Source: an optimization exercise on an open RTL-to-GDS flow (aim: small area and a short achievable clock period). Production flows keep margins and buffers that such runs may drop.
Function was not checked in any run shown here: the RTL went through the layout flow alone.
Power and IR drop assume default switching activity.

`design/flow/run.sh`:
```
#!/bin/bash
# synth_recipe.tcl (not shown) runs the flow's synth.tcl, then flattens the netlist and writes it again
# the make line also repeats each setting of config.mk as NAME=value (left out here)
make -C /OpenROAD-flow-scripts/flow DESIGN_CONFIG=/design/flow/config.mk WORK_HOME=/design/flow/orfs CLKGATE_MAP_FILE= SYNTH_SCRIPT=/design/flow/synth_recipe.tcl finish
```
`design/flow/config.mk`:
```
export PLATFORM = sky130hd
export DESIGN_NAME = sid_synth_top
export DESIGN_NICKNAME = sid_synth_top
export VERILOG_FILES = /design/flow/design.v
export SDC_FILE = /design/flow/constraint.sdc
export NUM_CORES = 4
export LEC_CHECK = 0
export CAP_MARGIN = 20
export CORE_MARGIN = 2
export CORE_UTILIZATION = 40
export CTS_CLUSTER_DIAMETER = 100
export CTS_CLUSTER_SIZE = 30
export SETUP_SLACK_MARGIN = 3.0
export SLEW_MARGIN = 20
```
`design/flow/constraint.sdc`:
```
create_clock -name core_clock -period 7.0 [get_ports {clk}]
set_input_delay 1.4000 -clock core_clock [delete_from_list [all_inputs] [get_ports {clk}]]
set_output_delay 1.4000 -clock core_clock [all_outputs]
set_load 0.01 [all_outputs]
```
`design/flow/design.v`:
```
`default_nettype none
package synth_pkg;
    localparam int REG_W = 8;
    function automatic logic [8:0] add8(input logic [7:0] a, input logic [7:0] b,
                                        input logic ci);
        logic [8:0] s;
        logic       c;
        c = ci;
        for (int i = 0; i < 8; i++) begin
            s[i] = a[i] ^ b[i] ^ c;
            c    = (a[i] & b[i]) | (c & (a[i] ^ b[i]));
        end
        s[8] = c;
        add8 = s;
    endfunction
    function automatic logic [8:0] inc8(input logic [7:0] a, input logic ci);
        logic [8:0] s;
        logic       c;
        c = ci;
        for (int i = 0; i < 8; i++) begin
            s[i] = a[i] ^ c;
            c    = a[i] & c;
        end
        s[8] = c;
        inc8 = s;
    endfunction
endpackage
`default_nettype wire
`timescale 1ns/1ps
`default_nettype none
module spi_voice_regs #(
    parameter int NUM_VOICES = 4
) (
    input  wire logic                         clk,
    input  wire logic                         rst_n,
    input  wire logic                         spi_clk,
    input  wire logic                         spi_cs_n,
    input  wire logic                         spi_mosi,
    input  wire logic                         freq_busy,
    output logic [NUM_VOICES-1:0][15:0]       freq,
    output logic [NUM_VOICES-1:0][15:0]       freq_n,
    output logic [NUM_VOICES-1:0][7:0]        pw,
    output logic [NUM_VOICES-1:0][7:0]        pw_n,
    output logic [NUM_VOICES-1:0][7:0]        attack,
    output logic [NUM_VOICES-1:0][7:0]        sustain,
    output logic [NUM_VOICES-1:0][3:0]        wave,      
    output logic [NUM_VOICES-1:0][3:0]        wave_n
);
    logic sclk_s1, sclk_s2, cs_n_s1, mosi_s1;
    always_ff @(posedge clk or negedge rst_n) begin
        if (!rst_n) begin
            sclk_s1 <= 1'b0;
            sclk_s2 <= 1'b0;
            cs_n_s1 <= 1'b1;
            mosi_s1 <= 1'b0;
        end else begin
            sclk_s1 <= spi_clk;
            sclk_s2 <= sclk_s1;
            cs_n_s1 <= spi_cs_n;
            mosi_s1 <= spi_mosi;
        end
    end
    logic       sclk_rise;
    logic [3:0] bit_cnt;
    logic [4:0] hdr;        
    logic [7:0] dat;        
    logic       frame_done;
    assign sclk_rise  = sclk_s1 & ~sclk_s2;
    assign frame_done = ~cs_n_s1 & sclk_rise & (bit_cnt == 4'd15);
    always_ff @(posedge clk or negedge rst_n) begin
        if (!rst_n) begin
            bit_cnt <= '0;
        end else if (cs_n_s1) begin
            bit_cnt <= '0;
        end else if (sclk_rise) begin
            bit_cnt <= bit_cnt + 4'd1;
        end
    end
    always_ff @(posedge clk) begin
        if (sclk_rise && bit_cnt < 4'd5) hdr <= {hdr[3:0], mosi_s1};
        if (sclk_rise) dat <= {dat[6:0], mosi_s1};
    end
    logic       is_f;       
    logic       pend_f;     
    logic       wr_now, wr_f;
    logic [7:0] wr_data;
    assign is_f = (hdr[4:3] == 2'b00);
    always_ff @(posedge clk or negedge rst_n) begin
        if (!rst_n) pend_f <= 1'b0;
        else        pend_f <= (pend_f | (frame_done & is_f)) & freq_busy;
    end
    assign wr_now  = frame_done;
    assign wr_f    = (frame_done | pend_f) & ~freq_busy;
    assign wr_data = pend_f ? dat : {dat[6:0], mosi_s1};
    always_comb begin
        freq_n = freq;
        pw_n   = pw;
        wave_n = wave;
        for (int v = 0; v < NUM_VOICES; v++) begin
            if (hdr[1:0] == 2'(v)) begin
                case (hdr[4:2])
                    3'd0: if (wr_f)   freq_n[v][7:0]  = wr_data;
                    3'd1: if (wr_f)   freq_n[v][15:8] = wr_data;
                    3'd2: if (wr_now) pw_n[v]         = wr_data;
                    3'd6: if (wr_now) wave_n[v] = {wr_data[6], wr_data[5], wr_data[4], wr_data[0]};
                    default: ;
                endcase
            end
        end
    end
    always_ff @(posedge clk or negedge rst_n) begin
        if (!rst_n) begin
            freq    <= '0;
            pw      <= '0;
            attack  <= '0;
            sustain <= '0;
            wave    <= '0;
        end else begin
            freq <= freq_n;
            pw   <= pw_n;
            wave <= wave_n;
            if (wr_now) begin
                for (int v = 0; v < NUM_VOICES; v++) begin
                    if (hdr[1:0] == 2'(v)) begin
                        if (hdr[4:2] == 3'd4) attack[v]  <= wr_data;
                        if (hdr[4:2] == 3'd5) sustain[v] <= wr_data;
                    end
                end
            end
        end
    end
endmodule
`default_nettype wire
`timescale 1ns/1ps
`default_nettype none
module sid_voice (
    input  wire logic        clk,
    input  wire logic        rst_n,
    input  wire logic        is254,
    input  wire logic        step_en,
    input  wire logic        at_tick,
    input  wire logic        pass2,
    input  wire logic [15:0] freq,
    input  wire logic [15:0] freq_n,
    input  wire logic [7:0]  pw_n,
    input  wire logic [7:0]  attack,
    input  wire logic [7:0]  sustain,
    input  wire logic [3:0]  wave,
    input  wire logic [3:0]  wave_n,
    output logic      [7:0]  m
);
    localparam logic [2:0] S_IDLE = 3'd0, S_ATK = 3'd1, S_DEC = 3'd2,
                           S_SUS = 3'd3, S_REL = 3'd4;
    logic [15:0] acc;    
    logic [7:0]  p;      
    logic        ca;     
    logic        cb;     
    logic        c16;    
    logic [16:0] acc_sum_n;
    logic [8:0]  sa, sb, sc;
    logic [8:0]  p_inc;
    logic [7:0]  p_step;
    assign acc_sum_n = {1'b0, acc} + {1'b0, freq_n};
    assign sa        = synth_pkg::add8({2'b0, acc[5:0]},   {2'b0, freq[5:0]   & {6{step_en}}}, 1'b0);
    assign sb        = synth_pkg::add8({3'b0, acc[10:6]},  {3'b0, freq[10:6]  & {5{at_tick}}}, ca);
    assign sc        = synth_pkg::add8({3'b0, acc[15:11]}, {3'b0, freq[15:11] & {5{pass2}}},   cb);
    assign p_inc     = synth_pkg::inc8(p, 1'b1);
    assign p_step    = c16 ? p_inc[7:0] : p;
    always_ff @(posedge clk or negedge rst_n) begin
        if (!rst_n) begin
            acc <= '0;
            p   <= '0;
            ca  <= 1'b0;
            cb  <= 1'b0;
            c16 <= 1'b0;
        end else begin
            c16         <= acc_sum_n[16] & is254;
            ca          <= sa[6] & step_en;
            cb          <= sb[5] & at_tick;
            acc[5:0]    <= sa[5:0];
            acc[10:6]   <= sb[4:0];
            acc[15:11]  <= sc[4:0];
            p           <= p_step;
        end
    end
    logic [7:0] env;
    logic [2:0] st;
    logic       gate;
    logic [2:0] gst, nst;
    logic [7:0] nenv, opb, sus_lvl;
    logic [3:0] nib;
    logic [8:0] esum, dec_floor;
    logic       is_atk, is_dec, is_rel, dec_le;
    assign gate    = wave_n[0];
    assign sus_lvl = {sustain[3:0], sustain[3:0]};
    always_comb begin
        gst = st;
        if (gate && (st == S_IDLE || st == S_REL)) gst = S_ATK;
        else if (!gate && (st == S_ATK || st == S_DEC || st == S_SUS)) gst = S_REL;
    end
    always_ff @(posedge clk) begin
        is_atk <= (gst == S_ATK);
        is_dec <= (gst == S_DEC);
        is_rel <= (gst == S_REL);
    end
    assign nib  = is_dec ? attack[7:4] : sustain[7:4];
    assign opb  = is_atk ? {4'b0000, attack[3:0]} : {4'b1111, ~nib};
    assign esum = {1'b0, env} + {1'b0, opb} + 9'(is_atk);
    assign dec_floor = {1'b0, sus_lvl} + 9'(attack[7:4]) + 9'd1;
    assign dec_le    = {1'b0, env} <= dec_floor;
    always_comb begin
        nst  = st;
        nenv = env;
        if (is_atk) begin
            if (esum[8] || esum[7:0] == 8'hFF) begin
                nenv = 8'hFF;
                nst  = S_DEC;
            end else begin
                nenv = esum[7:0];
                nst  = S_ATK;
            end
        end else if (is_dec) begin
            if (dec_le) begin
                nenv = sus_lvl;
                nst  = S_SUS;
            end else begin
                nenv = esum[7:0];
                nst  = S_DEC;
            end
        end else if (is_rel) begin
            if (!esum[8] || esum[7:0] == 8'h00) begin
                nenv = 8'h00;
                nst  = S_IDLE;
            end else begin
                nenv = esum[7:0];
                nst  = S_REL;
            end
        end
    end
    always_ff @(posedge clk or negedge rst_n) begin
        if (!rst_n) begin
            env <= '0;
            st  <= S_IDLE;
        end else if (step_en) begin
            env <= nenv;
            st  <= nst;
        end
    end
    logic [7:0] tri_v, w_n;
    logic       lt0, lt1, pul_ok, any_sel;
    logic [3:0] w_lo, w_hi;    
    assign tri_v   = {p_step[6:0], 1'b0} ^ {8{p_step[7]}};
    assign lt0     = p < pw_n;
    assign lt1     = p_inc[7:0] < pw_n;
    assign pul_ok  = c16 ? lt1 : lt0;
    assign any_sel = wave_n[1] | wave_n[2] | wave_n[3];
    assign w_n = (wave_n[2] ? p_step : 8'hFF) & (wave_n[1] ? tri_v : 8'hFF) &
                 {8{any_sel & (~wave_n[3] | pul_ok)}};
    logic [11:0] o0, o1, o2, o3, o4, s1, c1, s2, c2, s3, c3, part;
    assign o0 = 12'(m);
    assign o1 = 12'(env & {8{w_lo[0]}});
    assign o2 = 12'(env & {8{w_lo[1]}}) << 1;
    assign o3 = 12'(env & {8{w_lo[2]}}) << 2;
    assign o4 = 12'(env & {8{w_lo[3]}}) << 3;
    assign s1 = o0 ^ o1 ^ o2;
    assign c1 = ((o0 & o1) | (o0 & o2) | (o1 & o2)) << 1;
    assign s2 = s1 ^ c1 ^ o3;
    assign c2 = ((s1 & c1) | (s1 & o3) | (c1 & o3)) << 1;
    assign s3 = s2 ^ c2 ^ o4;
    assign c3 = ((s2 & c2) | (s2 & o4) | (c2 & o4)) << 1;
    assign part = s3 + c3;
    always_ff @(posedge clk) begin
        w_hi <= w_n[7:4];
        w_lo <= at_tick ? w_hi : w_n[3:0];
        m    <= part[11:4] & {8{~step_en}};
    end
endmodule
`default_nettype wire
`timescale 1ns/1ps
`default_nettype none
module voice_mixer #(
    parameter int NUM_VOICES = 4,
    parameter int MIX_W      = 10
) (
    input  wire logic                             clk,
    input  wire logic                             rst_n,
    input  wire logic [NUM_VOICES-1:0][7:0]       level,
    output logic                                  is254,
    output logic                                  step_en,
    output logic                                  at_tick,
    output logic                                  pass2,
    output logic                                  freq_busy,
    output logic      [MIX_W-1:0]                 sample,
    output logic                                  sample_valid
);
    logic [7:0] div_cnt;
    logic       seen;       
    logic       out_en;
    assign freq_busy = step_en | at_tick;
    always_ff @(posedge clk or negedge rst_n) begin
        if (!rst_n) begin
            div_cnt <= '0;
            seen    <= 1'b0;
            is254   <= 1'b0;
            step_en <= 1'b0;
            at_tick <= 1'b0;
            pass2   <= 1'b0;
            out_en  <= 1'b0;
        end else begin
            div_cnt <= div_cnt + 8'd1;
            if (step_en) seen <= 1'b1;
            is254   <= (div_cnt == 8'd253);
            step_en <= is254;
            at_tick <= step_en;
            pass2   <= at_tick;
            out_en  <= pass2 & seen;
        end
    end
    logic [MIX_W-1:0] level_sum;
    always_comb begin
        level_sum = '0;
        for (int i = 0; i < NUM_VOICES; i++) level_sum = level_sum + MIX_W'(level[i]);
    end
    always_ff @(posedge clk or negedge rst_n) begin
        if (!rst_n) begin
            sample       <= '0;
            sample_valid <= 1'b0;
        end else begin
            sample_valid <= out_en;
            if (out_en) sample <= level_sum;
        end
    end
endmodule
`default_nettype wire
`timescale 1ns/1ps
`default_nettype none
module sid_synth_top #(
    parameter  int NUM_VOICES = 4,
    parameter  int SAMPLE_DIV = 256,
    localparam int MIX_W      = synth_pkg::REG_W + 2
) (
    input  wire logic             clk,
    input  wire logic             rst_n,
    input  wire logic             spi_clk,
    input  wire logic             spi_cs_n,
    input  wire logic             spi_mosi,
    output logic      [MIX_W-1:0] sample,
    output logic                  sample_valid
);
    logic [NUM_VOICES-1:0][15:0] freq, freq_n;
    logic [NUM_VOICES-1:0][7:0]  pw, pw_n, attack, sustain, level;
    logic [NUM_VOICES-1:0][3:0]  wave, wave_n;
    logic                        is254, step_en, at_tick, pass2, freq_busy;
    spi_voice_regs #(
        .NUM_VOICES (NUM_VOICES)
    ) u_regs (
        .clk      (clk),
        .rst_n    (rst_n),
        .spi_clk  (spi_clk),
        .spi_cs_n (spi_cs_n),
        .spi_mosi (spi_mosi),
        .freq_busy(freq_busy),
        .freq     (freq),
        .freq_n   (freq_n),
        .pw       (pw),
        .pw_n     (pw_n),
        .attack   (attack),
        .sustain  (sustain),
        .wave     (wave),
        .wave_n   (wave_n)
    );
    for (genvar v = 0; v < NUM_VOICES; v++) begin : g_voice
        sid_voice u_voice (
            .clk     (clk),
            .rst_n   (rst_n),
            .is254   (is254),
            .step_en (step_en),
            .at_tick (at_tick),
            .pass2   (pass2),
            .freq    (freq[v]),
            .freq_n  (freq_n[v]),
            .pw_n    (pw_n[v]),
            .attack  (attack[v]),
            .sustain (sustain[v]),
            .wave    (wave[v]),
            .wave_n  (wave_n[v]),
            .m       (level[v])
        );
    end
    voice_mixer #(
        .NUM_VOICES (NUM_VOICES),
        .MIX_W      (MIX_W)
    ) u_mixer (
        .clk          (clk),
        .rst_n        (rst_n),
        .level        (level),
        .is254        (is254),
        .step_en      (step_en),
        .at_tick      (at_tick),
        .pass2        (pass2),
        .freq_busy    (freq_busy),
        .sample       (sample),
        .sample_valid (sample_valid)
    );
endmodule
`default_nettype wire
```
==> results.txt, run 1 <==
- The synthesized-area fraction occupied by ao, oa, aoi and oai cells is 0.1461.
- The signed area change from the synthesized netlist to the final layout is 8.219%.
- After floorplanning, the core was sized to cover approximately 74,000 um^2.
- For this run, asynchronously set or reset flops after synthesis account for 0.8027.
- Across the whole layout, storage elements account for ~11,000 um^2.
- The most instantiated flip-flop cell in the synthesis netlist is dfrtp_1.
- In the final layout, the share of cells above drive strength 1 is 0.07915.
- For this design, the sink count on the clock tree is ~450.
- In the final routed layout, each cell accounts on average for 16.74 um.
- In this run the tightest slew margin relative to its limit is 0.2977.
- The multi-input logic area is between 15,000 and 20,000 um^2.
- Counting along the longest clock path gives a buffer depth of 3.
- The horizontal extent of the die is 277.7 um.
- The net count of the mapped netlist is about 3,500.
- The worst setup path is launched from a register.
- The flow ran to the end and the layout has no timing, DRC or antenna violations.
- The detailed-route wire length is 67,620 um.
- The net count of the finished layout is 3,493.
- The number of clock buffers added by TritonCTS is 23.
- Summing every instance area after synthesis gives 29,960 um^2.
- The total overflow left after global routing is 0.
- Fill cells in the final layout number 7,212.
- The critical path class is register to register.
- The critical hold path startpoint is g_voice[3].u_voice.w_hi[3].
- The worst hold path class is register to register.
- The number of flip-flops and latches in the synthesized netlist is between 400 and 500.
- The post-layout minimum cycle time is between 3000 and 4000 ps.
- The final RePlAce weighted congestion is between 0.8 and 0.9.
- The worst flop-to-flop path startpoint is g_voice[3].u_voice.env[2].
- The number of library cell types mapped by synthesis is between 90 and 100.
- The number of search-and-repair iterations in the first detailed-routing pass is 7.
- In this run the critical register-to-register path is captured at g_voice[3].u_voice.m[7].
- The clock root buffer master is clkbuf_16.
- From bottom edge to top edge, the die measures approximately 280 um.
- The count of input and output buffers is 15.
- The count of pins on the block boundary is 16.
- The initial standard-cell utilization of the core is 0.4031.
- The number of placement rows is 100.
- Entering global routing, the biggest net connects ~160 pins.
- The main combinational cell family by area after synthesis is adder cells.
- Of the available clock period, the critical path in the final layout requires 0.5506.
- The area share of fa/ha/maj cells after synthesis is 0.2228.
- Clock-pin slew was measured on the worst setup and hold paths at around 110 ps.
- The total number of vias is about 21,000.
- The depth of the worst register-to-register path is 15.
- The starting DRC count in detailed routing is 1,405.
- After layout, the design draws a total of approximately 4400 uW.
- The area fraction in and, or, nand and nor cells after synthesis is 0.1443.
- The die covers slightly below 80,000 um^2.
- The maximum vdd drop is approximately 180 uV.
- STA puts the critical path data arrival time at between 4000 and 5000 ps.
- The number of remaining DRC errors is 0.
- The part of the Yosys area used for sequential elements is 0.3662.
- Of the total synthesized cell area, the portion taken by XOR and XNOR cells is 0.03829.
- Timing would allow up to around 260 MHz.
- The number of antenna violations at the first check in global routing came to 0.
- Across every metal layer, demand over resource in global routing totals 0.1770.
- The static leakage is around 0.016 uW.
- Setup repair after global routing could not meet its margin everywhere.
- In the synthesized netlist, the number of instances is between 3,000 and 4,000.
- STA puts the critical path data required time at about 7500 ps.
- The worst hold path terminates at g_voice[3].u_voice.w_lo[3].
- Detailed placement finished with a half-perimeter wire length of slightly below 50,000 um.
- Across the run, the number of max-cap violations was 0.
- The final count of hold timing violations is 0.
- The total of endpoints with negative setup slack in the final report is 0.
- The clock latency of the later-clocked register in the worst-skew pair is 600 ps.
- The number of global-route vias before repair is 20,640.
- Yosys printed 3 warnings.
- Power spread over the standard cell area amounts to approximately 140 nW/um^2.
- Using the TritonRoute via totals, the vias-per-cell ratio works out to ~5.2.
- The remaining antenna violation count is 0.
- The average instance in the mapped netlist occupies around 10 um^2.
- The repair_antennas step left the layout with diodes totalling 0.
- On the final layout, the worst clock skew is approximately 31 ps.
- Along the worst path, the maximum fanout reaches 7.
- The final max-slew violation count was 0.
- The wire length of the first global-routing pass is ~110,000 um.
- TritonCTS built the clock tree.
- The summed negative setup slack over all endpoints is 0 ps.
- Measured against the total synthesized area, the mux share comes to 0.02965.
- For the pin with the worst max-slew slack, the measured transition is ~1000 ps.
- The synthesized design contains 13 enable-type register cells.
- For flop-to-flop paths, the worst setup slack is around 3100 ps.
- CTS built an H-tree with a depth of 1.
- The number of cells on the worst hold path is 1.
- In this run the worst setup path begins at g_voice[3].u_voice.env[2].
- The capturing element type of the critical path is a register.
critical path, cell delays in order, from the launching register on:
cell,delay (ps)
dfrtp_2,470
and2_1,190
fa_1,500
inv_1,50
fa_1,470
fa_1,500
nor4bb_1,60
and3_1,210
fa_2,410
a21o_1,200
a21oi_2,150
o21bai_1,90
a21oi_2,160
o21bai_1,80
a21oi_1,160
nor2_1,50
Yosys cell counts, types with 15 or more instances:
master      n  area [um^2]
a211oi_1   29        217.7
a21o_1     92        690.7
a21oi_1   229         1146
a32o_1     18        180.2
and2_1    119        744.5
clkbuf_1   91        341.6
dfrtp_1   361         9034
dfxtp_1    76         1521
fa_1      166         3323
ha_1      268         3353
inv_1     309         1160
mux2_2     51        574.3
mux2i_1    30        300.3
nand2_1   204        765.7
nand3_1    32        160.2
nand4_1    33        206.5
nor2_1    315         1182
nor2b_1    29        181.4
nor3_1     36        180.2
nor4b_1    19        166.4
o21a_1     23        172.7
o21ai_0    95        475.5
o21bai_1   15        112.6
o22ai_1    15        93.84
xnor2_1    74        648.1
xor2_1     57        499.2
report_power, final:
group / total [uW] / internal, uW / switching [uW] / leakage (uW)
sequential: 2620 / 2610 / 7.33 / 0.00574
clock: 1710 / 712 / 993 / 0.000397
combinational: 86.6 / 13.5 / 73.1 / 0.00996
total: 4410 / 3340 / 1070 / 0.0161
metal layers:
metal / track usage / vias up / part of all wire
li1: - / 10500 / -
met2: 0.2909 / 273 / 0.46
met1: 0.2576 / 10230 / 0.49
met4: 0.02841 / 0 / 0.016
met3: 0.01651 / 55 / 0.028
met5: 0 / - / 0
placed cells by master, fill, tap and decap left out, types with 13 or more instances in the layout:
| master | n |
|---|---|
| nor2_1 | 309 |
| mux2i_1 | 22 |
| nor2b_1 | 29 |
| edfxtp_1 | 13 |
| a21o_1 | 92 |
| a221oi_1 | 13 |
| mux2_2 | 51 |
| nor3_1 | 36 |
| clkdlybuf4s50_1 | 14 |
| nand4_1 | 33 |
| ha_1 | 268 |
| o211ai_1 | 13 |
| fa_1 | 163 |
| xnor2_1 | 74 |
| a31oi_1 | 14 |
| a211oi_1 | 27 |
| clkbuf_16 | 24 |
| o21a_1 | 22 |
| nand3_1 | 32 |
| o22ai_1 | 15 |
| dfrtp_2 | 17 |
| nor4b_1 | 19 |
| inv_1 | 308 |
| a21oi_1 | 218 |
| nand2b_1 | 13 |
| dfxtp_1 | 65 |
| buf_4 | 51 |
| a32o_1 | 18 |
| nand2_1 | 204 |
| o21bai_1 | 15 |
| dfrtp_1 | 343 |
| and2_1 | 118 |
| xor2_1 | 57 |
| o21ai_0 | 93 |
what timing repair did:
item / CTS / global route
endpoints found under the setup margin: 28 / 53
endpoints found under the hold margin: 0 / 0
buffers inserted: 0 / 30
gates resized for setup: 13 / 47
hold buffers: 0 / 0
pin swaps: 0 / 12
final cells by class:
cell class	instances	share of cell area
timing repair buffer	68	0.01783
sequential	451	0.3397
clock inverter	11	0.005055
tap	969	0.03739
clock buffer	30	0.01983
inverter	315	0.03658
multi-input combinational	2195	0.5436
metrics by stage:
step / setup WS (ps) / area [um^2] / hold WS [ps] / util / cells
3_5_place_dp: 2772 / 31240 / 424.1 / 0.4203 / 3968
2_1_floorplan: 3238 / 29960 / 351.9 / - / 3064
4_1_cts: 3010 / 32070 / 446.5 / 0.4315 / 4009
3_3_place_gp: 2746 / 31240 / 421.8 / 0.4203 / 3968
6_report: 3146 / 32420 / 450.6 / 0.4363 / 4039
5_1_grt: 2929 / 32420 / 470.0 / 0.4363 / 4039
worst max path at each step:
| stage | endpoint | slack [ps] | cells past startpoint |
|---|---|---|---|
| 5_1_grt | g_voice[0].u_voice.m[6] | 2930 | 13 |
| 2_1_floorplan | g_voice[2].u_voice.m[7] | 3240 | 15 |
| 6_report | g_voice[3].u_voice.m[7] | 3150 | 15 |
| 3_3_place_gp | g_voice[3].u_voice.env[0] | 2750 | 12 |
| 4_1_cts | g_voice[0].u_voice.m[7] | 3010 | 14 |
| 3_5_place_dp | g_voice[3].u_voice.env[0] | 2770 | 12 |
flip-flops by register name, summed over array words and instances (netlist names), 5 cells and up:
register and flops:
u_regs.hdr 5, g_voice.u_voice.w_lo 16, u_regs.freq 64, g_voice.u_voice.p 32, u_regs.sustain 32, g_voice.u_voice.w_hi 16
g_voice.u_voice.acc 64, g_voice.u_voice.env 32, u_regs.dat 8, u_regs.pw 32, g_voice.u_voice.st 12, g_voice.u_voice.m 32
u_regs.attack 32, u_mixer.sample 10, u_mixer.div_cnt 8, u_regs.wave 16
cells by family (layout without fill, tap and decap cells):
family                     count (synthesis)  in the layout
xor gates and xnor gates                 131            131
AOI/OAI and AO/OA                        670            670
buffers and inverters                    418            424
adders and majority gates                434            434
and+or+nand+nor                          878            878
DFF                                      451            451
muxes                                     82             82
==> run 2: changes to the inputs <==
--- a/design/flow/config.mk
+++ b/design/flow/config.mk
@@ -10,4 +10,4 @@
 export CORE_UTILIZATION = 40
-export CTS_CLUSTER_DIAMETER = 100
-export CTS_CLUSTER_SIZE = 30
+export CTS_CLUSTER_DIAMETER = 80
+export CTS_CLUSTER_SIZE = 20
 export SETUP_SLACK_MARGIN = 3.0
==> run 2 against run 1 <==
Effect of this change:
- non-clock buffer count grew 2
- core utilization grew 0.53 points
- critical path type unchanged
- sequential power is essentially flat
- first-iteration DRC count shrank 4.1%
- still clean on timing, DRC and antenna
==> results.txt, run 2 <==
- The flow ran to the end and the layout has no timing, DRC or antenna violations.
- The wire length of the first global-routing pass is 112,400 um.
- In this run the count of I/O pins placed on the die edge is 16.
- Dividing total power by cell area gives a power density of 148.5 nW/um^2.
- The number of search-and-repair iterations in the first detailed-routing pass is 5.
- The reported max-cap violation count is 0.
- For this run, asynchronously set or reset flops after synthesis account for 0.8027.
- The main combinational cell family by area after synthesis is adder cells.
- The starting DRC count in detailed routing is approximately 1,300.
- The synthesized area per cell is 9.778 um^2.
- The clock root buffer master is clkbuf_16.
- The initial utilization of the core area, before any placement, comes to 0.4031.
- The total track usage is 0.1799.
- The buffer levels on the longest clock path is 3.
- Timing would allow up to between 200 and 300 MHz.
- In the routed layout, each cell is associated on average with a via count of approximately 5.2.
- The final max-slew violation count came to 0.
- The net count of the mapped netlist is around 3,500.
- In the post-synthesis netlist, the biggest area contributors are dfrtp_1 (30%), ha_1 (11%), fa_1 (11%).
- The number of antenna violations at the first check in global routing is 0.
- The overflow left after global routing is 0.
- The number of global-route vias before repair is between 20,000 and 25,000.
- The post-synthesis share of cell area spent on xor and xnor gates is 0.03829.
- The tightest min-delay check is of the register to register type.
- At the end of the flow the core is filled with cells to 0.4415.
- The proportion of synthesized area in mux cells is 0.02965.
- By count the netlist is led by dfrtp_1 (361), nor2_1 (315), inv_1 (309).
- The worst setup path is captured at a register.
- The number of remaining DRC errors is 0.
- For this run, the number of Yosys warnings is 3.
- The number of hold buffers added after CTS is 0.
- The synthesized-area fraction occupied by ao, oa, aoi and oai cells came to 0.1461.
- The number of flip-flops and latches in the synthesized netlist is between 400 and 500.
- The area share of fa/ha/maj cells after synthesis is 0.2228.
- The count of mapped cells out of synthesis is 3,064.
- The worst setup path is launched from a register.
- Wires add up to about 70,000 um.
- The most area-hungry cell type in the Yosys netlist is dfrtp_1.
- Setup repair after global routing could not meet its margin everywhere.
- The post-layout instance count excluding filler cells is 4,063.
- At the pin with the least slew margin, the transition time is 1060 ps.
- The signed area change from the synthesized netlist to the final layout is 9.526%.
- The congestion estimate from routability-driven global placement came to around 0.84.
- Of all nets on the critical path, the largest fanout is 7.
- The full die area is ~77,000 um^2.
- By instance count, the leading cell after synthesis is dfrtp_1.
- After detailed routing, the average wire length per cell comes to 16.82 um.
- The post-layout minimum cycle time is around 3900 ps.
- The summed negative setup slack over all endpoints is 0 ps.
- At the later pin of the worst-skew pair, clock insertion delay measures slightly below 600 ps.
- Of the post-synthesis cell area, the dominant cell type holds 0.3015.
- The mapped cell area is ~30,000 um^2.
- The area fraction in and, or, nand and nor cells after synthesis is 0.1443.
- For the worst setup path, the data required time is between 7000 and 8000 ps.
- The number of clock buffers added by TritonCTS is 35.
- The maximum number of pins on one net before global-route repair is 161.
- In this run the static leakage power is 0.01630 uW.
- The placed wire-length estimate after detailed placement is 49,320 um.
- Leaving out fill and tap cells, the most frequent cells in the layout are dfrtp_1 (343), nor2_1 (309), inv_1 (308).
- The H-tree generated during clock tree synthesis spans 2 levels.
- The critical path class is register to register.
- The commonest non-fill, non-tap cell in the layout is dfrtp_1.
- The most instantiated flip-flop cell in the synthesis netlist is dfrtp_1.
- Data arrives at the worst endpoint at about 4300 ps.
- The TritonCTS clock tree is done.
- The total of endpoints with negative setup slack in the final report is 0.
- The die is 277.7 um wide.
- The number of clock sinks is around 450.
- The final setup skew is approximately 28 ps.
- The maximum vdd drop is 183.1 uV.
- The final count of hold timing violations was 0.
- The worst pin sits at a relative slew slack of 0.2905.
- The number of antenna diodes in the final layout is 0.
- In this run the remaining antenna-violating nets after routing total 0.
- The floorplan step set the die height to 277.7 um.
- For this run, the post-layout net count is 3,507.
- In the final layout, the share of cells above drive strength 1 is 0.08468.
- The share of the Yosys chip area taken by registers is 0.3662.
- In this run the register-to-register setup slack is 3130 ps.
- In the final layout, the registers with the most flip-flops are g_voice.u_voice.acc (64), u_regs.freq (64).
- The clock edge transition at the registers on the reported setup and hold paths is 80 ps.
- The number of flops mapped to enable cells by yosys is 13.
- The count of buffers added on input and output ports is 15.
- Dividing the final minimum period by the clock period gives 0.5535.
- In this run the core area contains 100 standard-cell rows.
- The number of different library cells used by synthesis comes to 95.
- The number of placed instances, taps included is 3,968.
- After floorplanning, the core was sized to cover 74,320 um^2.
- The total number of vias is around 21,000.
run 2: repair_timing:
| action | CTS | global route |
|---|---|---|
| gates resized for setup | 13 | 48 |
| pin swaps | 0 | 12 |
| setup buffers | 0 | 32 |
| setup endpoints to repair | 26 | 53 |
run 2: final timing paths:
path / start / cells after the start / to
worst max-delay path: g_voice[3].u_voice.env[2] / 15 / g_voice[3].u_voice.m[7]
worst min-delay path: g_voice[1].u_voice.w_hi[3] / 1 / g_voice[1].u_voice.w_lo[3]
worst max register to register: g_voice[3].u_voice.env[2] / 15 / g_voice[3].u_voice.m[7]
worst min register to register: g_voice[1].u_voice.w_hi[3] / 1 / g_voice[1].u_voice.w_lo[3]
max in group asynchronous: rst_n / 2 / g_voice[3].u_voice.env[3]
min in group asynchronous: rst_n / 1 / u_mixer.sample[8]
run 2: power by group:
group	total [uW]	internal [uW]	switching, uW
logic	86.8	13.5	73.4
registers	2620	2610	7.35
clock network	2170	1070	1100
total	4870	3700	1180
run 2: metal layers:
| metal | track usage | up-vias | share of wire |
|---|---|---|---|
| met1 | 0.2576 | 10190 | 0.49 |
| met4 | 0.03853 | 0 | 0.017 |
| met5 | 0 | - | 0 |
| met3 | 0.01946 | 65 | 0.033 |
| li1 | - | 10540 | - |
| met2 | 0.2942 | 284 | 0.46 |
run 2: logic make-up (layout without fill, tap and decap cells):
| kind of cell | count (synthesis) | in the layout |
|---|---|---|
| AND/OR/NAND/NOR | 878 | 878 |
| AO/OA/AOI/OAI | 670 | 670 |
| flip-flops | 451 | 451 |
| adder cells (fa/ha/maj) | 434 | 434 |
| buffers and inverters | 418 | 448 |
| XOR/XNOR | 131 | 131 |
| multiplexers | 82 | 82 |
run 2: cell type report:
class / count / area [um^2]
multi-input combinational: 2195 / 17630
timing repair buffer: 70 / 593.1
tap: 969 / 1212
clock inverter: 16 / 205.2
inverter: 315 / 1186
fill: 7176 / 41510
sequential: 451 / 11010
clock buffer: 47 / 973.4
run 2: metrics by stage:
stage	cell area [um^2]	total power, uW	worst slack (ps)	hold slack [ps]
3_3_place_gp	31240	2764	2746	421.8
5_1_grt	32820	5050	2971	467.4
6_report	32820	4873	3126	445.2
3_5_place_dp	31240	2764	2772	424.1
2_1_floorplan	29960	2690	3238	351.9
4_1_cts	32440	4951	3002	440.6
run 2: worst max-delay path, cell delays in order, from the launching register on:
cell,delay [ps]
dfrtp_2,460
and2_1,190
fa_1,500
inv_1,50
fa_1,470
fa_1,500
nor4bb_1,60
and3_1,210
fa_2,420
a21o_1,200
a21oi_2,170
o21bai_1,90
a21oi_2,160
o21bai_1,80
a21oi_1,160
nor2_1,50
==> run 3: changes to the inputs <==
--- a/design/flow/config.mk
+++ b/design/flow/config.mk
@@ -9,3 +9,3 @@
 export CORE_MARGIN = 2
-export CORE_UTILIZATION = 40
+export CORE_UTILIZATION = 55
 export CTS_CLUSTER_DIAMETER = 80
==> run 3 against run 2 <==
Effect of this change:
- largest power group unchanged
- fmax increased by 0.56%
- routed wire length is 3.2% higher
- cell area down 1.0%
- count of clock-buffer cells in the layout shrank 3
- critical endpoint is now g_voice[3].u_voice.m[6]
- cell count shrank 6.6%
- critical path depth decreased by 1
==> results.txt, run 3 <==
- The share of synthesized area in the top cell type comes to 0.3015.
- The critical path class is register to register.
- The power after layout is about 4700 uW.
- The repair_antennas step left the layout with diodes totalling 0.
- The final non-filler cell area is roughly 32,000 um^2.
- In the global route stage, overall resource usage came out at 0.2560.
- In this run the remaining antenna-violating nets after routing total 0.
- In this run the worst hold path is classified as register to register.
- The number of buffers added by the clock tree synthesis step is 31.
- The cell that appears most often on the critical path is fa_1.
- The first global-routing pass estimated approximately 120,000 um of wire.
- The commonest non-fill, non-tap cell in the layout is dfrtp_1.
- In the routed layout, each cell is associated on average with a via count of roughly 5.7.
- Averaged over all synthesized cells, the footprint is approximately 9.8 um^2.
- Together, buffers and inverters on the worst path number 3.
- The count of mapped cells out of synthesis is approximately 3,100.
- The full die area is between 50,000 and 60,000 um^2.
- The post-layout instance count excluding filler cells is between 3,000 and 4,000.
- For the final database, setup skew stands at approximately 16 ps.
- At the end of the flow the core is filled with cells to 0.6035.
- After the first detailed-routing iteration, the DRC count stood at approximately 1,300.
- The net switching fraction of the power is 0.2349.
- The number of global-route vias before repair came to ~22,000.
- After routing, the total negative slack on setup checks comes to 0 ps.
- The share of the cycle needed by the critical path after routing is 0.5503.
- The library cells used most frequently in the layout, excluding fill and tap cells, are dfrtp_1 (347), nor2_1 (310), inv_1 (308).
- The most critical setup path has its startpoint at g_voice[3].u_voice.env[4].
- The most common cell in the synthesized netlist is dfrtp_1.
- The signal on the critical path passes through and2_1 > fa_1 > inv_1 > fa_1 > fa_1 > inv_1 > ha_1 > a41o_1 > a21o_1 > a211oi_2 > nor2_1 > buf_4 > nor4_1 > or3_1.
- The count of input and output buffers is 15.
- Sorting the synthesized cells by how often they occur yields dfrtp_1 (361), nor2_1 (315), inv_1 (309).
- Clock latency on the worst-skew pair, taken at its later pin, is 640 ps.
- The placed wire-length estimate after detailed placement is 51,340 um.
- The core region is around 54,000 um^2.
- After detailed routing, the total wire length is 70,510 um.
- The number of cells on the critical path is 14.
- The delay of the slowest cell on the worst path is 500 ps.
- The number of placed instances, taps included is between 3,000 and 4,000.
- The clock drives 451 sinks.
- The number of search-and-repair iterations in the first detailed-routing pass is 5.
- Of the total power, combinational logic draws 0.020.
- The cell type group with the largest total delay on the critical path is adder cells.
- The signed area change from the synthesized netlist to the final layout is 8.394%.
- The internal power of the cells totals roughly 3600 uW.
- The mapped cell area is ~30,000 um^2.
- Hold repair after CTS inserted 0 buffers.
- The worst flop-to-flop path startpoint is g_voice[3].u_voice.env[4].
- The critical hold path startpoint is u_regs.sclk_s1.
- The slew at the pin closest to its max-slew limit is about 1100 ps.
- The number of cells on the worst hold path is 0.
- The number of antenna violations at the first check in global routing is 1.
- The flow ran to the end and the layout has no timing, DRC or antenna violations.
- Setup repair after global routing could not meet its margin everywhere.
- In this run the clock root is driven by a clkbuf_16.
- In this run the tightest slew margin relative to its limit is 0.2956.
- The reported max-cap violation count is 0.
- The fraction of final layout cells with drive strength greater than 1 is 0.08712.
- Measured along the y axis, the die boundary spans 237.4 um.
- The clock period could shrink to 3852 ps.
- The maximum vdd drop is between 200 and 250 uV.
- The number of nets in the synthesized netlist is 3,503.
- The overflow left after global routing is 0.
- The initial standard-cell utilization of the core is 0.5568.
- The number of placement rows is 85.
- The final max-slew violation count was 0.
- The final RePlAce weighted congestion is 0.8940.
- STA classifies the critical path startpoint as a register.
- The deepest level of the CTS H-tree is 1.
- Synthesis inferred 451 register bits.
- The TritonCTS clock tree is done.
- The count of pins on the block boundary is 16.
- The fraction of registers with async set/reset is 0.8027.
- The share of total power dissipated in the clock network is 0.423.
- Clock-pin slew was measured on the worst setup and hold paths at roughly 90 ps.
- The depth of the worst register-to-register path is 14.
- The net switching power is 1104 uW.
- In the final routed layout, each cell accounts on average for 18.58 um.
- The static leakage is ~0.016 uW.
- The horizontal extent of the die is 237.4 um.
- The share of the Yosys chip area taken by registers is 0.3662.
- The instance area at placement is between 30,000 and 40,000 um^2.
- The capturing element type of the critical path is a register.
- The longest clock path from root to sink contains 3 buffers.
- The most area-hungry cell type in the Yosys netlist is dfrtp_1.
- At the worst endpoint, the required time is between 7000 and 8000 ps.
- The total number of vias is between 20,000 and 25,000.
- The highest achievable clock rate is about 260 MHz.
- The final count of hold timing violations was 0.
- The final-stage net count is about 3,500.
- Power spread over the standard cell area amounts to roughly 140 nW/um^2.
- After synthesis, the cell types taking the most area are dfrtp_1 (30%), ha_1 (11%), fa_1 (11%).
- Entering global routing, the biggest net connects 110 pins.
- The number of different library cells used by synthesis comes to 95.
- After detailed routing, the number of remaining DRC violations is 0.
- Among all stages on the critical path, the largest delay is contributed by fa_1.
- The total of endpoints with negative setup slack in the final report is 0.
- In the synthesized netlist the dominant register cell turns out to be dfrtp_1.
- The largest registers in the layout are g_voice.u_voice.acc (64), u_regs.freq (64).
- The data arrival time of the critical path is roughly 4400 ps.
- The number of flops mapped to enable cells by yosys is 13.
- The critical-path maximum fanout is 7.
- The count of warnings emitted by yosys is 3.
- The sequential power share is 0.557.
## run 3: cells by family (layout without fill, tap and decap cells)
group / after synthesis / count (layout) / synth area share
XOR/XNOR: 131 / 131 / 0.03829
AO/OA/AOI/OAI: 670 / 670 / 0.1461
flip-flops: 451 / 451 / 0.3662
buffers and inverters: 418 / 453 / 0.05258
adder cells (fa/ha/maj): 434 / 434 / 0.2228
AND/OR/NAND/NOR: 878 / 878 / 0.1443
multiplexers: 82 / 82 / 0.02965
## run 3: routing by layer
metal  track usage  part of all wire  vias up
met4       0.05965             0.024        0
met1        0.3661              0.47    10610
li1              -                 -    10530
met2        0.4262              0.47      300
met5             0                 0        -
met3       0.02172             0.030       67
## run 3: final cells by class
| type | count | area [um^2] |
|---|---|---|
| tap | 696 | 870.8 |
| clock inverter | 14 | 191.4 |
| timing repair buffer | 80 | 680.7 |
| inverter | 315 | 1186 |
| clock buffer | 44 | 864.6 |
| sequential | 451 | 11010 |
| multi-input combinational | 2195 | 17670 |
| fill | 4614 | 21340 |
## run 3: timing repair
| action | CTS | global route |
|---|---|---|
| resized for setup | 20 | 43 |
| setup endpoints to repair | 21 | 64 |
| pin swaps | 2 | 17 |
| setup buffers | 4 | 36 |
## run 3: power groups by stage
stage          logic, uW  clock network (uW)  registers [uW]
6_report            91.8                1990            2620
5_1_grt              104                2140            2620
3_5_place_dp        95.5                   0            2670
2_1_floorplan       20.1                   0            2670
4_1_cts             95.7                2040            2620
3_3_place_gp        94.3                   0            2670
## run 3: final timing paths
path,slack (ps),to
min in group asynchronous,830,g_voice[0].u_voice.env[5]
max in group asynchronous,4610,u_mixer.step_en
min,410,u_regs.sclk_s2
max,3150,g_voice[3].u_voice.m[6]
max reg2reg,3150,g_voice[3].u_voice.m[6]
min reg2reg,410,u_regs.sclk_s2
## run 3: through the flow
| stage | hold slack, ps | worst slack, ps |
|---|---|---|
| 6_report | 409.9 | 3148 |
| 5_1_grt | 418.1 | 2960 |
| 4_1_cts | 409.0 | 2995 |
| 3_5_place_dp | 387.3 | 2802 |
| 3_3_place_gp | 390.6 | 2846 |
| 2_1_floorplan | 351.9 | 3238 |
==> run 4: changes to the inputs <==
--- a/design/flow/config.mk
+++ b/design/flow/config.mk
@@ -9,5 +9,5 @@
 export CORE_MARGIN = 2
-export CORE_UTILIZATION = 55
-export CTS_CLUSTER_DIAMETER = 80
-export CTS_CLUSTER_SIZE = 20
+export CORE_UTILIZATION = 40
+export CTS_CLUSTER_DIAMETER = 90
+export CTS_CLUSTER_SIZE = 25
 export SETUP_SLACK_MARGIN = 3.0
==> run 4 against run 3 <==
Effect of this change:
- cell count up 6.7%
- count of clock-buffer cells in the layout down 7
- die area up 37%
- critical endpoint is now g_voice[3].u_voice.m[7]
- critical path depth up 1
- highest routed layer unchanged
- combinational power down 5.8%
- still clean on timing, DRC and antenna
- clock skew up 14 ps
- largest cell class unchanged
==> results.txt, run 4 <==
- The number of antenna diodes in the final layout is 0.
- The total track usage is 0.1774.
- The pre-antenna-repair detailed-routing pass consisted of 5 iterations.
- For this design the top-level I/O count stands at 16.
- Among all flip-flop cells after synthesis, the most frequent one is dfrtp_1.
- The clock latency of the later-clocked register in the worst-skew pair is roughly 620 ps.
- Setup repair after global routing left no endpoint under its margin.
- The critical-path maximum fanout is 7.
- The average instance in the mapped netlist occupies between 9 and 10 um^2.
- The number of placed instances, taps included is between 3,000 and 4,000.
- By instance count, the cell type seen most on the critical path is fa_1.
- Compared with the post-synthesis result, the final layout area differs by 8.841%.
- Data on the critical path arrives at its endpoint at between 4000 and 5000 ps.
- The most common cell in the netlist is dfrtp_1.
- The largest single stage delay on the critical path is roughly 500 ps.
- CTS saw approximately 450 sinks.
- By count the netlist is led by dfrtp_1 (361), nor2_1 (315), inv_1 (309).
- The worst-case headroom to the max-slew limit is 0.2785.
- Across all setup checks in the final design, the least slack found is about 3200 ps.
- The wire length of the first global-routing pass is 111,800 um.
- In the final layout, the multi-input gates occupy between 15,000 and 20,000 um^2.
- The longest clock path from root to sink contains 3 buffers.
- The library cell used most frequently in the layout, excluding fill and tap cells, is dfrtp_1.
- The endpoint required time on the critical path is approximately 7500 ps.
- The number of antenna violations at the first check in global routing was 0.
- The final max-slew violation count is 0.
- The number of nets handed over by synthesis was 3,503.
- The flow ran to the end and the layout has no timing, DRC or antenna violations.
- Across all layers, the routed design uses between 20,000 and 25,000 vias.
- The main combinational cell family by area after synthesis is adder cells.
- After clock tree synthesis, the clock-pin slew on the worst setup and hold paths is around 100 ps.
- In the routed layout, each cell is associated on average with a via count of slightly above 5.
- In this run the power density over the cells is 142.0 nW/um^2.
- The category of the worst setup path launch point is a register.
- The number of flip-flops and latches in the synthesized netlist is about 450.
- Leaving out fill and tap cells, the most frequent cells in the layout are dfrtp_1 (343), nor2_1 (309), inv_1 (308).
- The average wire per cell in the routed design is approximately 17 um.
- Timing would allow up to about 260 MHz.
- Among all stages on the critical path, the largest delay is contributed by fa_1.
- The synthesized-area fraction occupied by ao, oa, aoi and oai cells is 0.1461.
- Summing all non-filler instances in the final layout gives an area of 32,610 um^2.
- The placed instances occupy a cell area of roughly 31,000 um^2.
- The area share of fa/ha/maj cells after synthesis is 0.2228.
- At the end of routability-driven placement, the weighted congestion stood at about 0.84.
- The worst hold path belongs to the class register to register.
- Registers take between 10,000 and 15,000 um^2.
- OpenSTA, run right after detailed placement, puts the worst setup slack at between 2000 and 3000 ps.
- The count of warnings emitted by yosys is 3.
- The routed design has a little under 70,000 um of wire.
- The mapped cell area is 29,960 um^2.
- The maximum vdd drop is 179.6 uV.
- Traced cell by cell, the critical path runs through and2_1 > fa_1 > inv_1 > fa_1 > fa_1 > nor4bb_1 > and3_1 > fa_2 > a21o_1 > a21oi_2 > o21bai_1 > a21oi_2 > o21bai_1 > a21oi_1 > nor2_1.
- The largest registers in the layout are g_voice.u_voice.acc (64), u_regs.freq (64).
- The die is around 280 um tall.
- The critical path class is register to register.
- The horizontal extent of the die is ~280 um.
- The count of input and output buffers is 15.
- The count of buffering cells on the critical path with inverters included is 1.
- The floorplan step defined a die boundary enclosing roughly 77,000 um^2.
- Row generation in the floorplan step produced 100 rows.
- The number of remaining DRC errors is 0.
- The number of flops mapped to enable cells by yosys is 13.
- The deepest level of the CTS H-tree is 1.
- Counting flops with an async set or reset pin after synthesis yields a share of 0.8027.
- Yosys attributes the largest share of cell area to dfrtp_1 (30%), ha_1 (11%), fa_1 (11%).
- The starting DRC count in detailed routing is 1,489.
- The most area-hungry cell type in the Yosys netlist is dfrtp_1.
- The clock period could shrink to around 3800 ps.
- Of the total synthesized cell area, the portion taken by AND, OR, NAND and NOR gates is 0.1443.
- Dividing the final minimum period by the clock period gives 0.5497.
- In the final layout, the share of cells above drive strength 1 is 0.08117.
- The maximum number of pins on one net before global-route repair is 161.
- The slew at the pin closest to its max-slew limit is ~1100 ps.
- Leaving out filler cells and counting taps, the final layout contains 4,049.
- The number of different library cells used by synthesis comes to between 90 and 100.
- The reported max-cap violation count is 0.
- Synthesis produced 3,064 cells.
- The proportion of synthesized area in mux cells is 0.02965.
- Summed over all failing endpoints, the final setup total negative slack is 0 ps.
- The final count of hold timing violations came to 0.
- Of the total synthesized cell area, the portion taken by XOR and XNOR cells is 0.03829.
- After floorplanning, the core was sized to cover about 74,000 um^2.
- The total of endpoints with negative setup slack in the final report is 0.
- The cell type group with the largest total delay on the critical path is adder cells.
- The static leakage is approximately 0.016 uW.
- The clock arrives with between 30 and 40 ps of skew.
- In this run the clock root is driven by a clkbuf_16.
- In the final design database the tool counted 3,497 nets.
- For this run the aggregate overflow at the end of global routing stands at 0.
- The area fraction of the dominant cell type after synthesis is 0.3015.
- The count of nets left with antenna violations once routing finished came out at 0.
- The initial standard-cell utilization of the core is 0.4031.
- The HPWL after detailed placement is approximately 49,000 um.
- TritonCTS built the clock tree.
- Buffers inserted during clock tree synthesis total 28.
- The part of the Yosys area used for sequential elements is 0.3662.
- The worst setup path is captured at a register.
- Counting the fill cells in the layout gives around 7,000.
- The number of global-route vias before repair came to ~21,000.
## run 4: cell counts after synthesis
Identical to the previous run, type by type.
## run 4: final timing paths
kind | slack, ps | from | cells after the start | to
max in group asynchronous | 4800 | rst_n | 2 | g_voice[3].u_voice.env[3]
max reg2reg | 3150 | g_voice[3].u_voice.env[2] | 15 | g_voice[3].u_voice.m[7]
min reg2reg | 420 | g_voice[2].u_voice.w_hi[3] | 1 | g_voice[2].u_voice.w_lo[3]
min | 420 | g_voice[2].u_voice.w_hi[3] | 1 | g_voice[2].u_voice.w_lo[3]
max | 3150 | g_voice[3].u_voice.env[2] | 15 | g_voice[3].u_voice.m[7]
min in group asynchronous | 760 | rst_n | 1 | u_mixer.sample[6]
## run 4: layer usage
| layer | vias to the layer above | routed length [um] | track usage |
|---|---|---|---|
| li1 | 10510 | - | - |
| met1 | 10230 | 33580 | 0.2579 |
| met2 | 245 | 31340 | 0.2917 |
| met3 | 65 | 1732 | 0.01659 |
| met4 | 0 | 1106 | 0.02883 |
| met5 | - | 0 | 0 |
## run 4: power by group
group          internal [uW]  switching (uW)
Combinational           13.5            73.1
Sequential              2610            7.42
Clock                    871            1050
## run 4: stage by stage
step	hold WS, ps	util	power (uW)
after floorplan	351.9	-	2690
after global placement	421.8	0.4203	2764
after detailed placement	424.1	0.4203	2764
after CTS	414.7	0.4340	4700
after global routing	436.1	0.4388	4802
final	420.9	0.4388	4631
## run 4: cell families after synthesis
logic type               count (synthesis)
flip-flops                             451
AND/OR/NAND/NOR                        878
AO/OA/AOI/OAI                          670
XOR/XNOR                               131
buffers and inverters                  418
adder cells (fa/ha/maj)                434
multiplexers                            82
## run 4: cell type report
| cell class | count | share of cell area |
|---|---|---|
| Clock inverter | 15 | 0.006983 |
| Inverter | 315 | 0.03637 |
| Tap cell | 969 | 0.03718 |
| Multi-Input combinational cell | 2195 | 0.5407 |
| Clock buffer | 37 | 0.02348 |
| Sequential cell | 451 | 0.3378 |
| Timing Repair Buffer | 67 | 0.01750 |
## run 4: repair_timing
action | in CTS | in global routing
buffers inserted | 0 | 29
hold buffers | 0 | 0
resized for setup | 13 | 48
pin swaps | 1 | 14
setup endpoints to repair | 26 | 52
==> run 5: changes to the inputs <==
--- a/design/flow/design.v
+++ b/design/flow/design.v
@@ -65,3 +65,4 @@
     logic [4:0] hdr;        
-    logic [7:0] dat;        
+    logic [6:0] dat;        
+    logic       dat0;       
     logic       frame_done;
@@ -80,3 +81,4 @@
         if (sclk_rise && bit_cnt < 4'd5) hdr <= {hdr[3:0], mosi_s1};
-        if (sclk_rise) dat <= {dat[6:0], mosi_s1};
+        if (sclk_rise && bit_cnt[3] && bit_cnt != 4'd15) dat <= {dat[5:0], mosi_s1};
+        if (sclk_rise && bit_cnt == 4'd15) dat0 <= mosi_s1;
     end
@@ -93,3 +95,3 @@
     assign wr_f    = (frame_done | pend_f) & ~freq_busy;
-    assign wr_data = pend_f ? dat : {dat[6:0], mosi_s1};
+    assign wr_data = {dat, pend_f ? dat0 : mosi_s1};
     always_comb begin
@@ -201,5 +203,5 @@
     always_ff @(posedge clk) begin
-        is_atk <= (gst == S_ATK);
-        is_dec <= (gst == S_DEC);
-        is_rel <= (gst == S_REL);
+        is_atk <= is254 & (gst == S_ATK);
+        is_dec <= is254 & (gst == S_DEC);
+        is_rel <= is254 & (gst == S_REL);
     end
@@ -243,3 +245,3 @@
             st  <= S_IDLE;
-        end else if (step_en) begin
+        end else begin
             env <= nenv;
--- a/design/flow/config.mk
+++ b/design/flow/config.mk
@@ -10,4 +10,4 @@
 export CORE_UTILIZATION = 40
-export CTS_CLUSTER_DIAMETER = 90
-export CTS_CLUSTER_SIZE = 25
+export CTS_CLUSTER_DIAMETER = 80
+export CTS_CLUSTER_SIZE = 20
 export SETUP_SLACK_MARGIN = 3.0
==> run 5 against run 4 <==
Effect of this change:
- largest cell class unchanged
- cell count decreased by 2.7%
- power down 1.3%
- setup slack worse by 110 ps
- synthesized area up 0.79%
- via count grew 1.0%
- register-to-register slack got worse by 110 ps
- combinational power fell by about 30%
- first-iteration DRC count shrank 26%
- critical path type unchanged
==> results.txt, run 5 <==
- The final RePlAce weighted congestion is ~0.9.
- Traced cell by cell, the critical path runs through inv_1 > ha_1 > inv_1 > fa_1 > a21o_1 > o21ai_1 > xor2_1 > ha_1 > a2111oi_0 > a31oi_1 > buf_4 > buf_4 > mux2i_1 > o221ai_1 > mux2_2.
- Setup slack on the worst reg-to-reg path comes out at 3040 ps.
- The repair_antennas step left the layout with diodes totalling 0.
- By count the netlist is led by dfrtp_1 (361), inv_1 (309), ha_1 (268).
- The first global-routing pass estimated between 100,000 and 150,000 um of wire.
- The number of antenna violations at the first check in global routing was 1.
- Of the total power, registers draw 0.572.
- The cell type group with the largest total delay on the critical path is compound AO/OA/AOI/OAI gates.
- STA puts the critical path data required time at around 7500 ps.
- The initial standard-cell utilization of the core is 0.4050.
- The summed negative setup slack over all endpoints is 0 ps.
- During I/O placement, the number of pins put on the boundary was 16.
- Leaving out fill and tap cells, the most frequent cells in the layout are dfrtp_1 (343), inv_1 (303), ha_1 (267).
- The area fraction in and, or, nand and nor cells after synthesis is 0.1190.
- The critical path class is register to register.
- The highest achievable clock rate is between 200 and 300 MHz.
- The flow ran to the end and the layout has no timing, DRC or antenna violations.
- CTS built an H-tree with a depth of 1.
- The min-delay analysis places its worst path in the category register to register.
- The net switching power is roughly 1100 uW.
- The total track usage is 0.1820.
- The placed wire-length estimate after detailed placement is 50,650 um.
- The signed area change from the synthesized netlist to the final layout is 9.053%.
- Dividing total power by cell area gives a power density of approximately 140 nW/um^2.
- The fraction of registers with async set/reset is 0.8027.
- When the netlist entered floorplanning its net count stood at 3,367.
- The synthesized area per cell is roughly 10 um^2.
- Hold timing on the final database bottoms out at a slack of around 450 ps.
- The area fraction of the dominant cell type after synthesis is 0.2991.
- Setup violations remaining at the end of the flow were counted as 0.
- The overflow left after global routing is 0.
- No sink is reached through more buffers than the 3 on the longest clock path.
- Of the total synthesized cell area, the portion taken by full adders, half adders and majority gates is 0.2211.
- Clock skew on the completed layout was measured at between 20 and 25 ps.
- Max-cap violations in this run came to 0.
- In this run the cell area of the synthesized design comes to just over 30,000 um^2.
- The sink of the worst hold path is g_voice[1].u_voice.w_lo[3].
- After synthesis, the cell types taking the most area are dfrtp_1 (30%), ha_1 (11%), fa_1 (11%).
- The Yosys step of the flow raised 3 warnings.
- The worst-case headroom to the max-slew limit is 0.3387.
- Together, buffers and inverters on the worst path number 4.
- The number of flops mapped to enable cells by yosys is 13.
- Entering global routing, the biggest net connects 139 pins.
- The synthesized-area fraction occupied by ao, oa, aoi and oai cells is 0.1260.
- The detailed-route wire length is 69,810 um.
- The clock reaches the later pin of the worst-skew pair after 620 ps.
- In the final layout, the share of cells above drive strength 1 is 0.1300.
- The die covers around 80,000 um^2.
- The clock period could shrink to between 3000 and 4000 ps.
- In the synthesized netlist, the number of instances is 2,928.
- The final max-slew violation count is 0.
- The number of placement rows is 100.
- The final count of hold timing violations is 0.
- The maximum vdd drop is 182.9 uV.
- The post-synthesis share of cell area spent on xor and xnor gates is 0.03596.
- The number of buffers added by the clock tree synthesis step is 31.
- The tree is rooted in a clkbuf_16.
- The most instantiated flip-flop cell in the synthesis netlist is dfrtp_1.
- In this run the most critical hold path is launched from g_voice[1].u_voice.w_hi[3].
- The clock edge transition at the registers on the reported setup and hold paths is 80 ps.
- In this run the worst path has a maximum fanout of 11.
- Across all layers, the routed design uses 21,260 vias.
- Yosys instantiated no cell more often than dfrtp_1.
- The remaining antenna violation count is 0.
- Of the total power, the clock network draws 0.415.
- The fraction of the core area covered by cells at the end of the flow is 0.4416.
- The biggest area contributor in the post-synthesis netlist is dfrtp_1.
- The instance area at placement is between 30,000 and 40,000 um^2.
- The internal power consumption is 3509 uW.
- Of the available clock period, the critical path in the final layout requires 0.5653.
- Setup repair after global routing could not meet its margin everywhere.
- The part of the Yosys area used for sequential elements is 0.3633.
- The number of cells on the worst hold path is 2.
- The capturing element type of the critical path is a register.
- The number of remaining DRC errors is 0.
- The TritonCTS clock tree is done.
- Summing all non-filler instances in the final layout gives an area of 32,930 um^2.
- The analysis attributes to cell leakage a power of around 0.017 uW.
- By area, the combinational part of the netlist is dominated by adder cells.
- In this design, the stage delay of the slowest critical-path cell is roughly 530 ps.
- The number of global-route vias before repair is 22,290.
- The number of library cell types mapped by synthesis is a little over 90.
- STA classifies the critical path startpoint as a register.
- The number of clock sinks is around 450.
- The average wire per cell in the routed design is ~18 um.
- Among all stages on the critical path, the largest delay is contributed by a2111oi_0.
- The depth of the worst register-to-register path is 15.
- After synthesis the netlist holds a flip-flop and latch count of about 450.
- The count of input and output buffers is 15.
- In this run the critical register-to-register path is captured at g_voice[1].u_voice.env[7].
- The slew at the pin closest to its max-slew limit is roughly 990 ps.
- Leaving out fill and tap cells, the most frequent cell in the layout is dfrtp_1.
- The number of hold buffers added after CTS is 0.
- The net switching fraction of the power is 0.2325.
- The first TritonRoute pass finished after 5 iterations.
- At the worst endpoint, the arrival time is about 4500 ps.
- The final layout contains roughly 3,400 nets.
- The die extent in y is 278.8 um.
- The largest registers in the layout are g_voice.u_voice.acc (64), u_regs.freq (64).
- The starting DRC count in detailed routing is 1,107.
- The worst flop-to-flop path startpoint is u_regs.sustain[8].
- The share of total power dissipated in combinational logic is 0.013.
- After synthesis, the share of cell area in mux cells is 0.08419.
- The power after layout is 4572 uW.
- After detailed routing, the number of vias per cell comes to between 5 and 6.
- The horizontal extent of the die is ~280 um.
- After floorplanning, the core was sized to cover 74,570 um^2.
-- run 5: power by group through the flow --
| stage | Combinational (uW) | Clock, uW | Sequential (uW) |
|---|---|---|---|
| CTS | 63.6 | 1970 | 2610 |
| finish | 60.4 | 1900 | 2610 |
| detailed placement | 63.5 | 0 | 2670 |
| global route | 71.6 | 2060 | 2620 |
| global placement | 61.6 | 0 | 2670 |
| floorplan | 9.59 | 0 | 2670 |
-- run 5: worst register-to-register path, cell delays in order, from the launching register on --
cell and delay [ps]:
dfrtp_1 460, inv_1 150, ha_1 160, inv_1 60, fa_1 420, a21o_1 220
o21ai_1 230, xor2_1 200, ha_1 290, a2111oi_0 530, a31oi_1 200, buf_4 230
buf_4 140, mux2i_1 130, o221ai_1 150, mux2_2 280
-- run 5: layer usage --
layer  routed length [um]  part of all wire  global-route usage  vias up
met2                33780              0.48              0.3159      330
met5                    0                 0                   0        -
met4                 1495             0.021             0.04149        0
li1                     -                 -                   -    10160
met3                 2170             0.031             0.01757       87
met1                32370              0.46              0.2458    10690
-- run 5: through the flow --
step / cells / setup slack, ps
after CTS: 3914 / 3010
after detailed placement: 3849 / 2253
after global placement: 3849 / 2367
final: 3939 / 3043
after floorplan: 2928 / 3001
after global routing: 3939 / 2897
-- run 5: final cells by class --
class | instances | area [um^2]
Fill cell | 7009 | 41640
Multi-Input combinational cell | 2074 | 17940
Sequential cell | 451 | 11010
Tap cell | 969 | 1212
Inverter | 319 | 1201
Clock buffer | 43 | 820.8
Timing Repair Buffer | 69 | 574.3
Clock inverter | 14 | 170.2
-- run 5: worst max-delay path by stage --
| stage | start | slack [ps] | to | cells past startpoint |
|---|---|---|---|---|
| after detailed placement | g_voice[0].u_voice.is_dec | 2250 | g_voice[0].u_voice.env[1] | 10 |
| after global placement | g_voice[0].u_voice.is_dec | 2370 | g_voice[0].u_voice.env[1] | 10 |
| after CTS | g_voice[0].u_voice.env[4] | 3010 | g_voice[0].u_voice.m[6] | 14 |
| after floorplan | g_voice[0].u_voice.env[4] | 3000 | g_voice[0].u_voice.m[6] | 14 |
| final | u_regs.sustain[8] | 3040 | g_voice[1].u_voice.env[7] | 15 |
| after global routing | u_regs.sustain[8] | 2900 | g_voice[1].u_voice.env[7] | 15 |
-- run 5: kinds of logic after synthesis --
logic type	Yosys count
compound gates	575
xor+xnor	124
fa+ha+maj	434
buf+inv	403
flops	451
mux	231
simple gates	710
-- run 5: repair_timing --
action | 4_1_cts | 5_1_grt
cloned | 0 | 1
setup endpoints to repair | 22 | 64
buffers inserted | 8 | 23
endpoints found under the hold margin | 0 | 0
pin swaps | 5 | 13
resized for setup | 13 | 73

static timing again, ports no longer ideal:
The flow's constraints put no driver on any port. The routed layouts listed below were extracted and timed again, unchanged, in two steps.
Step 1 assumes that a clkbuf_16 drives the clock port and a buf_2 every other input.
Step 2 moves the port delays by t, midway between the first and last clock arrival at a register: inputs arrive t later, outputs are due t later. That takes back most of the time a late clock gives input paths.
Slacks: ideal ports / drivers / drivers and shift; pairs: ideal ports / drivers.
run | shift t [ns] | slack for setup (ns) | hold WS [ns]
run 1 | 0.639 | 3.146 / 3.146 / 3.146 | 0.451 / 0.451 / 0.451
run 2 | 0.628 | 3.126 / 3.126 / 3.126 | 0.445 / 0.445 / 0.445
run 3 | 0.692 | 3.148 / 3.148 / 3.148 | 0.410 / 0.410 / 0.410
run 4 | 0.660 | 3.152 / 3.152 / 3.152 | 0.421 / 0.421 / 0.421
run 5 | 0.667 | 3.043 / 3.043 / 3.043 | 0.449 / 0.449 / 0.449
After both steps every run listed still meets setup and hold.
